From an optimization exercise on the open Yosys and OpenROAD flow, aimed at small area, a short achievable clock period and few clock cycles per item; shortcuts taken in it are not production practice. The RTL was checked by simulation tests, not by an equivalence proof against the original design. Power and IR drop assume default switching activity.

## euclidean_integer_divider_top
module euclidean_integer_divider_top #(
   parameter int KS = 2       
) (
   input  wire logic              clock,
   input  wire logic              reset,
   input  wire logic              req_valid,
   output logic                   req_ready,
   input  edv_pkg::req_type       req_data,
   output logic                   rsp_valid,
   input  wire logic              rsp_ready,
   output edv_pkg::rsp_type       rsp_data
);
   localparam int P  = KS - 1;       
   localparam int WN = 35 + P;       
   localparam int YN = WN + 1;       
   localparam int CW = 5;            
   logic [WN-1:0] ws_q, wc_q;    
   logic          qp0_q, qn0_q;  
   logic [32:0]   q_q;           
   logic [32:0]   qm_q;          
   logic [31:0]   d_q;           
   logic          bneg_q;        
   logic          bz_q;          
   logic          dbz_q;
   logic [CW-1:0] cnt_q;         
   logic          fst_q;         
   logic          act_q;         
   logic          pc_q;          
   logic          vld_q;
   wire [31:0] a = req_data.dividend;
   wire [31:0] b = req_data.divisor;
   wire [30:0] bx = b[30:0] ^ {31{b[31]}};
   logic       unused_v;
   logic [4:0] z;
   edv_lzc u_lz (.x({bx, 1'b1}), .v(unused_v), .c(z));
   logic [4:0] zf_q;     
   logic       pv_q;     
   always_ff @(posedge clock) begin
      zf_q <= z;
   end
   logic [CW-1:0] cyc;
   logic [P:0]    epad;
   always_comb begin
      cyc  = '0;
      epad = '0;
      for (int i = 0; i < 32; i++) begin
         if (zf_q == 5'(i)) begin
            cyc  = CW'((i + 2 + KS - 1) / KS);
            epad = (P+1)'(1) << (((i + 2 + KS - 1) / KS) * KS - (i + 2));
         end
      end
   end
   wire [31:0] bn = b << zf_q;
   logic [WN-1:0] w0, c0;
   always_comb begin
      w0 = '0;
      c0 = '0;
      for (int e = 0; e <= P; e++) begin
         w0 = w0 | ({WN{epad[e]}} & ({{(WN-32){a[31]}}, a} << (P - e)));
         c0 = c0 | ({WN{epad[e] & b[31]}} & ({{(WN-32){b[31]}}, b} << (P - e)));
      end
   end
   wire [YN-1:0] dx   = {{(YN-34-P){d_q[31]}}, d_q, {(P+2){1'b0}}};
   wire          dneg = d_q[31];
   function automatic logic [1:0] dsel(input logic [3:0] est, input logic neg);
      logic ge0, m1;
      ge0 = !est[3];
      m1  = (est == 4'b1111);
      dsel = neg ? {!ge0 && !m1, ge0} : {ge0, !ge0 && !m1};    
   endfunction
  ...
Settings: LEC_CHECK=0, CAP_MARGIN=20, CORE_MARGIN=2, CORE_UTILIZATION=40, PLACE_DENSITY=0.5, SETUP_SLACK_MARGIN=2.0, SLEW_MARGIN=20; clock period 5.0 ns.
standard.sh (not shown) runs the stock make flow with config.mk's settings and CLKGATE_MAP_FILE= SYNTH_SCRIPT=/design/flow/synth_recipe.tcl, a recipe that flattens the netlist after the stock synthesis.
==> flow/flow/run.sh <==
#!/bin/bash
# The standard layout (standard.sh), run in three parts, with these
# changes to how the layout is made:
# - synthesis does not extract full/half adders into sky130 fa/ha cells
#   before ABC (ADDER_MAP_FILE empty), so the carry-save and prefix logic
#   maps as gates;
# - ABC maps with flow/abc_speed.script (structural choices, then delay-
#   oriented mapping) instead of ORFS's, from a copy of ORFS's scripts folder
#   that differs only in that file;
# - during placement only, the delay cells (clkdlybuf4s*, dlygate*, dlymetal*)
#   are also don't-use, so the port buffers that placement inserts on every
#   input and output are plain buffers rather than delay cells.
# Registers, names and all other steps are the standard flow's. Each part's
# make output goes to its own log here; ORFS's per-step logs stay under
# orfs/logs.
set -euo pipefail
rm -rf scripts
cp -r "$FLOW_HOME/scripts" scripts
cp flow/abc_speed.script scripts/abc_speed.script
common=(SCRIPTS_DIR="$PWD/scripts" ADDER_MAP_FILE=)
bash standard.sh "${common[@]}" synth floorplan > flow_synth_floorplan.log 2>&1
du=$(make -s -C "$FLOW_HOME" DESIGN_CONFIG="$PWD/config.mk" WORK_HOME="$PWD/orfs" print-DONT_USE_CELLS | sed -n 's/^DONT_USE_CELLS: //p')
dly="sky130_fd_sc_hd__clkdlybuf4s15_1 sky130_fd_sc_hd__clkdlybuf4s15_2 sky130_fd_sc_hd__clkdlybuf4s18_1 sky130_fd_sc_hd__clkdlybuf4s18_2 sky130_fd_sc_hd__clkdlybuf4s25_1 sky130_fd_sc_hd__clkdlybuf4s25_2 sky130_fd_sc_hd__clkdlybuf4s50_1 sky130_fd_sc_hd__clkdlybuf4s50_2 sky130_fd_sc_hd__dlygate4sd1_1 sky130_fd_sc_hd__dlygate4sd2_1 sky130_fd_sc_hd__dlygate4sd3_1 sky130_fd_sc_hd__dlymetal6s2s_1 sky130_fd_sc_hd__dlymetal6s4s_1 sky130_fd_sc_hd__dlymetal6s6s_1"
bash standard.sh "${common[@]}" DONT_USE_CELLS="$du $dly" place > flow_place.log 2>&1
bash standard.sh "${common[@]}" finish > flow_finish.log 2>&1
==> flow/flow/abc_speed.script <==
strash
dch -f
map
topo
buffer -c
upsize -c
dnsize -c
Testbench counts at the start, summed over its fixed seeds: cycles 37,141, items 3,600.
Next try:
--- a/flow/design.v
+++ b/flow/design.v
@@ -114,45 +114,49 @@
    logic          fst_q;         
    logic          act_q;         
    logic          pc_q;          
    logic          vld_q;
    wire [31:0] a = req_data.dividend;
    wire [31:0] b = req_data.divisor;
    wire [30:0] bx = b[30:0] ^ {31{b[31]}};
    logic       unused_v;
    logic [4:0] z;
    edv_lzc u_lz (.x({bx, 1'b1}), .v(unused_v), .c(z));
-   logic [4:0] zf_q;     
-   logic       pv_q;     
-   always_ff @(posedge clock) begin
-      zf_q <= z;
-   end
    logic [CW-1:0] cyc;
-   logic [P:0]    epad;
+   logic [P:0]    epad;    
    always_comb begin
       cyc  = '0;
       epad = '0;
       for (int i = 0; i < 32; i++) begin
-         if (zf_q == 5'(i)) begin
+         if (z == 5'(i)) begin
             cyc  = CW'((i + 2 + KS - 1) / KS);
             epad = (P+1)'(1) << (((i + 2 + KS - 1) / KS) * KS - (i + 2));
          end
       end
+   end
+   logic [4:0]    zf_q;
+   logic [P:0]    epf_q;
+   logic [CW-1:0] cyf_q;
+   logic          pv_q;     
+   always_ff @(posedge clock) begin
+      zf_q  <= z;
+      epf_q <= epad;
+      cyf_q <= cyc;
    end
    wire [31:0] bn = b << zf_q;
    logic [WN-1:0] w0, c0;
    always_comb begin
       w0 = '0;
       c0 = '0;
       for (int e = 0; e <= P; e++) begin
-         w0 = w0 | ({WN{epad[e]}} & ({{(WN-32){a[31]}}, a} << (P - e)));
-         c0 = c0 | ({WN{epad[e] & b[31]}} & ({{(WN-32){b[31]}}, b} << (P - e)));
+         w0 = w0 | ({WN{epf_q[e]}} & ({{(WN-32){a[31]}}, a} << (P - e)));
+         c0 = c0 | ({WN{epf_q[e] & b[31]}} & ({{(WN-32){b[31]}}, b} << (P - e)));
       end
    end
    wire [YN-1:0] dx   = {{(YN-34-P){d_q[31]}}, d_q, {(P+2){1'b0}}};
    wire          dneg = d_q[31];
    function automatic logic [1:0] dsel(input logic [3:0] est, input logic neg);
       logic ge0, m1;
       ge0 = !est[3];
       m1  = (est == 4'b1111);
       dsel = neg ? {!ge0 && !m1, ge0} : {ge0, !ge0 && !m1};    
    endfunction
@@ -236,21 +240,21 @@
          d_q    <= bn;
          bneg_q <= b[31];
          bz_q   <= (b == 32'd0);
       end
    end
    always_ff @(posedge clock) begin
       if (load) begin
          ws_q  <= w0;
          wc_q  <= c0;
          {qp0_q, qn0_q} <= dsel(w0[WN-1:WN-4] + c0[WN-1:WN-4], b[31]);
-         cnt_q <= cyc;
+         cnt_q <= cyf_q;
          fst_q <= 1'b1;
       end else begin
          ws_q  <= ws[KS];
          wc_q  <= wc[KS];
          {qp0_q, qn0_q} <= {qp[KS], qn[KS]};
          cnt_q <= cnt_q - 1'b1;
          fst_q <= 1'b0;
       end
    end
    always_ff @(posedge clock) begin
After rerunning: The new run ran to the end with no violations; worst setup slack is better by 0.057 ns; critical path depth goes up by 10; worst hold slack gets worse by 0.048 ns; routed wire length climbs by 5.8%; core utilization rose by 0.78 points; count of clock-buffer cells in the layout grows by 1; global-route usage increases by 0.12 points; clock skew went down by 0.0039 ns; maximum frequency increases by 2.0%; power is higher by 5.5%; synthesized cell count climbs by 3.0%; sequential share of layout area fell by 0.47 points; area after synthesis goes up by 3.4%.
Testbench counts after the change, summed over its fixed seeds: cycles 37,141, items 3,600.

afterwards: timing with drivers on the ports:
No port has a modelled driver above. Below, the same layouts with a new extraction and two added sets of constraints. Step 1 assumes that a clkbuf_16 drives the clock port and a buf_2 every other input. Step 2, shift: input delay + t, output delay - t, t = (earliest + latest rising clock arrival at the registers) / 2. This alone moves slack from input paths to output paths. a / b / c = ideal / step 1 / step 2; a / b = the first two.
run	shift t [ns]	setup WS [ns]	worst setup path after step 2	clock arrival spread, ns	cell pins on the clock port's net
the first run	0.518	2.098 / 2.036 / 1.633	input to register	0.021 / 0.022	1
the second run	0.518	2.154 / 2.106 / 1.686	input to register	0.017 / 0.018	1
After both steps every run listed still meets setup and hold. The setup slack of the second run, which loses most, moves by -0.048 ns with the drivers and by -0.468 ns with both steps.
